What follows belongs to an exercise in optimizing a design on an open flow for small area and a short achievable clock period; a production flow would make more cautious choices.
Where RTL was checked, it was by simulation tests only, not by an equivalence proof against the original.
No activity file was given, so power comes from the tool's default toggle rates.

oak:
Design y86_data_mem, start of the top module:
module y86_data_mem (
    input  logic        clk,
    input  logic        res,
    input  logic        req,
    input  logic        read,
    input  logic        write,
    input  logic [63:0] addr,
    input  logic [63:0] data,
    output logic        ready,
    output logic        done,
    output logic [63:0] valM,
    output logic        memerr,
    output logic        err_sticky,
    input  logic [63:0] dbg_addr,
    output logic [63:0] dbg_data
);
    logic [20*64-1:0] mem_q, mem_d;
    logic        ready_q, done_q, memerr_q, err_sticky_q;
    logic [4:0]  cnt_q;     
    logic [3:0]  rlo_n_q;
    logic [5:0]  rhi_n_q;
    logic        a_hi0, in_range, op_err, wr_ok, rd_ok;
    assign a_hi0    = ~|addr[63:5];
    assign in_range = a_hi0 && (addr[4:0] != 5'd0) && (addr[4:0] <= 5'd20);
    assign op_err   = (read & write) | ((read | write) & ~in_range);
    assign wr_ok    = write & ~read & in_range;
    assign rd_ok    = read & ~write & in_range;
    logic        wr_go, ld;
    logic [4:0]  wa;
    logic [19:0] wsel, we, hold;
    assign wr_go = ready_q & req & wr_ok;
  ...
==> module y86_dmem_nor3, before the edit <==
module y86_dmem_nor3 (
    input  logic a, b, c,
    output logic y
);
    assign y = ~(a | b | c);
endmodule
==> module y86_dmem_nor4, before the edit <==
module y86_dmem_nor4 (
    input  logic a, b, c, d,
    output logic y
);
    assign y = ~(a | b | c | d);
endmodule
==> module y86_dmem_nand3, before the edit <==
module y86_dmem_nand3 (
    input  logic a, b, c,
    output logic y
);
    assign y = ~(a & b & c);
endmodule
==> module y86_dmem_nand4, before the edit <==
module y86_dmem_nand4 (
    input  logic a, b, c, d,
    output logic y
);
    assign y = ~(a & b & c & d);
endmodule
==> module y86_dmem_zero59, before the edit <==
module y86_dmem_zero59 (
    input  logic [58:0] x,
    output logic [3:0]  z_n
);
    logic [14:0] g;    
    for (genvar k = 0; k < 14; k++) begin : g_l1
        y86_dmem_nor4 u_n (.a(x[4*k]), .b(x[4*k+1]), .c(x[4*k+2]), .d(x[4*k+3]), .y(g[k]));
    end
    y86_dmem_nor3 u_n14 (.a(x[56]), .b(x[57]), .c(x[58]), .y(g[14]));
    for (genvar j = 0; j < 3; j++) begin : g_l2
        y86_dmem_nand4 u_a (.a(g[4*j]), .b(g[4*j+1]), .c(g[4*j+2]), .d(g[4*j+3]), .y(z_n[j]));
    end
    y86_dmem_nand3 u_a3 (.a(g[12]), .b(g[13]), .c(g[14]), .y(z_n[3]));
endmodule
==> module y86_data_mem, before the edit <==
module y86_data_mem (
    input  logic        clk,
    input  logic        res,
    input  logic        req,
    input  logic        read,
    input  logic        write,
    input  logic [63:0] addr,
    input  logic [63:0] data,
    output logic        ready,
    output logic        done,
    output logic [63:0] valM,
    output logic        memerr,
    output logic        err_sticky,
    input  logic [63:0] dbg_addr,
    output logic [63:0] dbg_data
);
    logic [20*64-1:0] mem_q, mem_d;
    logic        ready_q, done_q, memerr_q, err_sticky_q;
    logic [4:0]  cnt_q;     
    logic [3:0]  rlo_n_q;
    logic [5:0]  rhi_n_q;
    logic        a_hi0, in_range, op_err, wr_ok, rd_ok;
    assign a_hi0    = ~|addr[63:5];
    assign in_range = a_hi0 && (addr[4:0] != 5'd0) && (addr[4:0] <= 5'd20);
    assign op_err   = (read & write) | ((read | write) & ~in_range);
    assign wr_ok    = write & ~read & in_range;
    assign rd_ok    = read & ~write & in_range;
    logic        wr_go, ld;
    logic [4:0]  wa;
    logic [19:0] wsel, we, hold;
    assign wr_go = ready_q & req & wr_ok;
    assign ld    = wr_go | ~ready_q;
    assign wa    = ready_q ? addr[4:0] : cnt_q;
    y86_dmem_dec u_wdec (.a(wa), .sel(wsel));
    for (genvar i = 0; i < 20; i++) begin : g_ent
        assign we[i]   = wr_go & wsel[i];
        assign hold[i] = ~(ld & wsel[i]);
        y86_dmem_wrmux u_wr (
            .we(we[i]), .hold(hold[i]), .wd(data), .q(mem_q[64*i +: 64]), .d(mem_d[64*i +: 64])
        );
    end
    always_ff @(posedge clk) mem_q <= mem_d;
    always_ff @(posedge clk or posedge res) begin
        if (res) begin
            ready_q <= 1'b0;
            cnt_q   <= 5'd1;
        end else begin
            cnt_q   <= cnt_q + 5'd1;
            if (cnt_q == 5'd20) ready_q <= 1'b1;
        end
    end
    logic [3:0]  alo_n;
    logic [5:0]  ahi_n;
    y86_dmem_predec u_apre (.a(addr[4:0]), .lo_n(alo_n), .hi_n(ahi_n));
    always_ff @(posedge clk or posedge res) begin
        if (res) begin
            done_q       <= 1'b0;
            memerr_q     <= 1'b0;
            err_sticky_q <= 1'b0;
            rlo_n_q      <= '1;
            rhi_n_q      <= '1;
        end else begin
            done_q <= req & ready_q;
            if (req & ready_q) begin
                memerr_q     <= op_err;
                err_sticky_q <= err_sticky_q | op_err;
                rlo_n_q      <= alo_n;
                rhi_n_q      <= rd_ok ? ahi_n : 6'h3f;
            end
        end
    end
    logic [3:0] d_hi_n;
    y86_dmem_zero59 u_dz (.x(dbg_addr[63:5]), .z_n(d_hi_n));
    for (genvar s = 0; s < 4; s++) begin : g_slice
        logic [19:0] dsel, rsel;
        logic        d_hi0;    
        y86_dmem_nor4 u_dz (.a(d_hi_n[0]), .b(d_hi_n[1]), .c(d_hi_n[2]), .d(d_hi_n[3]), .y(d_hi0));
        y86_dmem_dec u_ddec (.a(dbg_addr[4:0]), .sel(dsel));
        y86_dmem_seldec u_rdec (.lo_n(rlo_n_q), .hi_n(rhi_n_q), .sel(rsel));
        for (genvar b = 16 * s; b < 16 * s + 16; b++) begin : g_bit
            logic [19:0] mb;
            for (genvar i = 0; i < 20; i++) begin : g_mb
                assign mb[i] = mem_q[64*i + b];
            end
            y86_dmem_rdbit_noen u_rd  (.sel(rsel), .d(mb), .q(valM[b]));
            y86_dmem_rdbit      u_dbg (.sel(dsel), .d(mb), .en(d_hi0), .q(dbg_data[b]));
        end
    end
    assign ready      = ready_q;
    assign done       = done_q;
    assign memerr     = memerr_q;
    assign err_sticky = err_sticky_q;
endmodule
==> flow/config.mk <==
export PLATFORM = sky130hd
export DESIGN_NAME = y86_data_mem
export DESIGN_NICKNAME = y86_data_mem
export VERILOG_FILES = /design/flow/design.v
export SDC_FILE = /design/flow/constraint.sdc
export NUM_CORES = 4
export LEC_CHECK = 0
export CAP_MARGIN = 20
export CORE_MARGIN = 2
export CORE_UTILIZATION = 40
export CTS_CLUSTER_DIAMETER = 80
export CTS_CLUSTER_SIZE = 25
export SETUP_SLACK_MARGIN = 2.0
export SLEW_MARGIN = 20
export SYNTH_HIERARCHICAL = 1
export TNS_END_PERCENT = 10
==> flow/constraint.sdc <==
create_clock -name core_clock -period 6.0 [get_ports {clk}]
set_input_delay 1.2000 -clock core_clock [delete_from_list [all_inputs] [get_ports {clk}]]
set_output_delay 1.2000 -clock core_clock [all_outputs]
set_load 0.01 [all_outputs]
standard.sh (not shown) runs the stock make flow with config.mk's settings and CLKGATE_MAP_FILE= SYNTH_SCRIPT=/design/flow/synth_recipe.tcl, a recipe that flattens the netlist after the stock synthesis.
==> flow/flow/run.sh <==
#!/bin/bash
# Standard synthesis and layout, with small port buffers, Yosys/ABC's buffers removed
# before placement (repair_design re-buffers what needs it), and timing repair free to
# resize gates across footprints.
set -euo pipefail
bash standard.sh \
  'BUFFER_PORTS_ARGS=-buffer_cell sky130_fd_sc_hd__buf_1' \
  REMOVE_ABC_BUFFERS=1 \
  MATCH_CELL_FOOTPRINT=0 \
  finish > standard.log 2>&1
oak has completed all stages; timing, DRC and antenna checks passed.
Here is what was changed in the inputs of pine compared with oak.
-- flow/design.v --
<<< oak, line 5
);
    assign y = ~(a | b);
endmodule
module y86_dmem_nor3 (
    input  logic a, b, c,
    output logic y
);
    assign y = ~(a | b | c);
endmodule
module y86_dmem_nor4 (
    input  logic a, b, c, d,
    output logic y
);
    assign y = ~(a | b | c | d);
endmodule
module y86_dmem_nand3 (
    input  logic a, b, c,
    output logic y
);
    assign y = ~(a & b & c);
endmodule
module y86_dmem_nand4 (
    input  logic a, b, c, d,
    output logic y
);
    assign y = ~(a & b & c & d);
endmodule
module y86_dmem_zero59 (
    input  logic [58:0] x,
    output logic [3:0]  z_n
);
    logic [14:0] g;    
    for (genvar k = 0; k < 14; k++) begin : g_l1
        y86_dmem_nor4 u_n (.a(x[4*k]), .b(x[4*k+1]), .c(x[4*k+2]), .d(x[4*k+3]), .y(g[k]));
    end
    y86_dmem_nor3 u_n14 (.a(x[56]), .b(x[57]), .c(x[58]), .y(g[14]));
    for (genvar j = 0; j < 3; j++) begin : g_l2
        y86_dmem_nand4 u_a (.a(g[4*j]), .b(g[4*j+1]), .c(g[4*j+2]), .d(g[4*j+3]), .y(z_n[j]));
    end
    y86_dmem_nand3 u_a3 (.a(g[12]), .b(g[13]), .c(g[14]), .y(z_n[3]));
endmodule
module y86_dmem_predec (
>>> pine, line 5
);
    assign y = ~(a | b);
endmodule
module y86_dmem_predec (
<<< oak, line 191
        end
    end
    logic [3:0] d_hi_n;
    y86_dmem_zero59 u_dz (.x(dbg_addr[63:5]), .z_n(d_hi_n));
    for (genvar s = 0; s < 4; s++) begin : g_slice
        logic [19:0] dsel, rsel;
        logic        d_hi0;    
        y86_dmem_nor4 u_dz (.a(d_hi_n[0]), .b(d_hi_n[1]), .c(d_hi_n[2]), .d(d_hi_n[3]), .y(d_hi0));
        y86_dmem_dec u_ddec (.a(dbg_addr[4:0]), .sel(dsel));
        y86_dmem_seldec u_rdec (.lo_n(rlo_n_q), .hi_n(rhi_n_q), .sel(rsel));
>>> pine, line 153
        end
    end
    logic d_hi0;
    assign d_hi0 = ~|dbg_addr[63:5];
    for (genvar s = 0; s < 4; s++) begin : g_slice
        logic [19:0] dsel, rsel;
        y86_dmem_dec u_ddec (.a(dbg_addr[4:0]), .sel(dsel));
        y86_dmem_seldec u_rdec (.lo_n(rlo_n_q), .hi_n(rhi_n_q), .sel(rsel));
## What came out
Power of the sequential group across pine and oak: no real change. Higher final worst-path cycle share goes to pine over oak. Looking at critical path depth across pine and oak, the one that comes out higher is oak. Combinational power in pine is 16% lower than in oak. In terms of share of the yosys chip area belonging to registers, pine and oak differ only marginally. Diff oak..pine | die area | negligible. Delta (pine minus oak): clock tree skew after final layout stayed essentially flat; non-clock buffering overhead in the final layout fell by 1.6 points. Diff oak -> pine: synthesized area held steady, non-clock buffer count lost about 13%, chip height was more or less identical, via-per-instance ratio picked up an extra 1.3%, number of buffers and inverters on the critical path lost 1.
Function not checked in pine: the RTL went through the layout flow alone.

## what the ideal ports hide
In the flow no input, the clock included, has a driving cell. The finished layouts below were timed again as built, in two steps.
Step 1, drivers: a clkbuf_16 drives clk and a buf_2 each remaining input, both assumed.
Step 2 moves the port delays by t, midway between the first and last clock arrival at a register: inputs arrive t later, outputs are due t later. That takes back most of the time a late clock gives input paths.
a / b / c = no drivers / after step 1 / after step 2; a / b = the first two.
run | shift t [ns] | setup WS [ns] | clock arrival spread, ns | worst register clock-pin slew, ns | worst slew at a driven data input, ns
oak | 0.758 | 1.534 / 1.318 / 1.051 | 0.046 / 0.046 | 0.11 / 0.11 | 0.33
pine | 0.802 | 1.384 / 1.163 / 0.999 | 0.040 / 0.040 | 0.11 / 0.11 | 0.21
After both steps every run listed still meets setup and hold. The setup slack of oak, which loses most, moves by -0.216 ns with the drivers and by -0.483 ns with both steps.
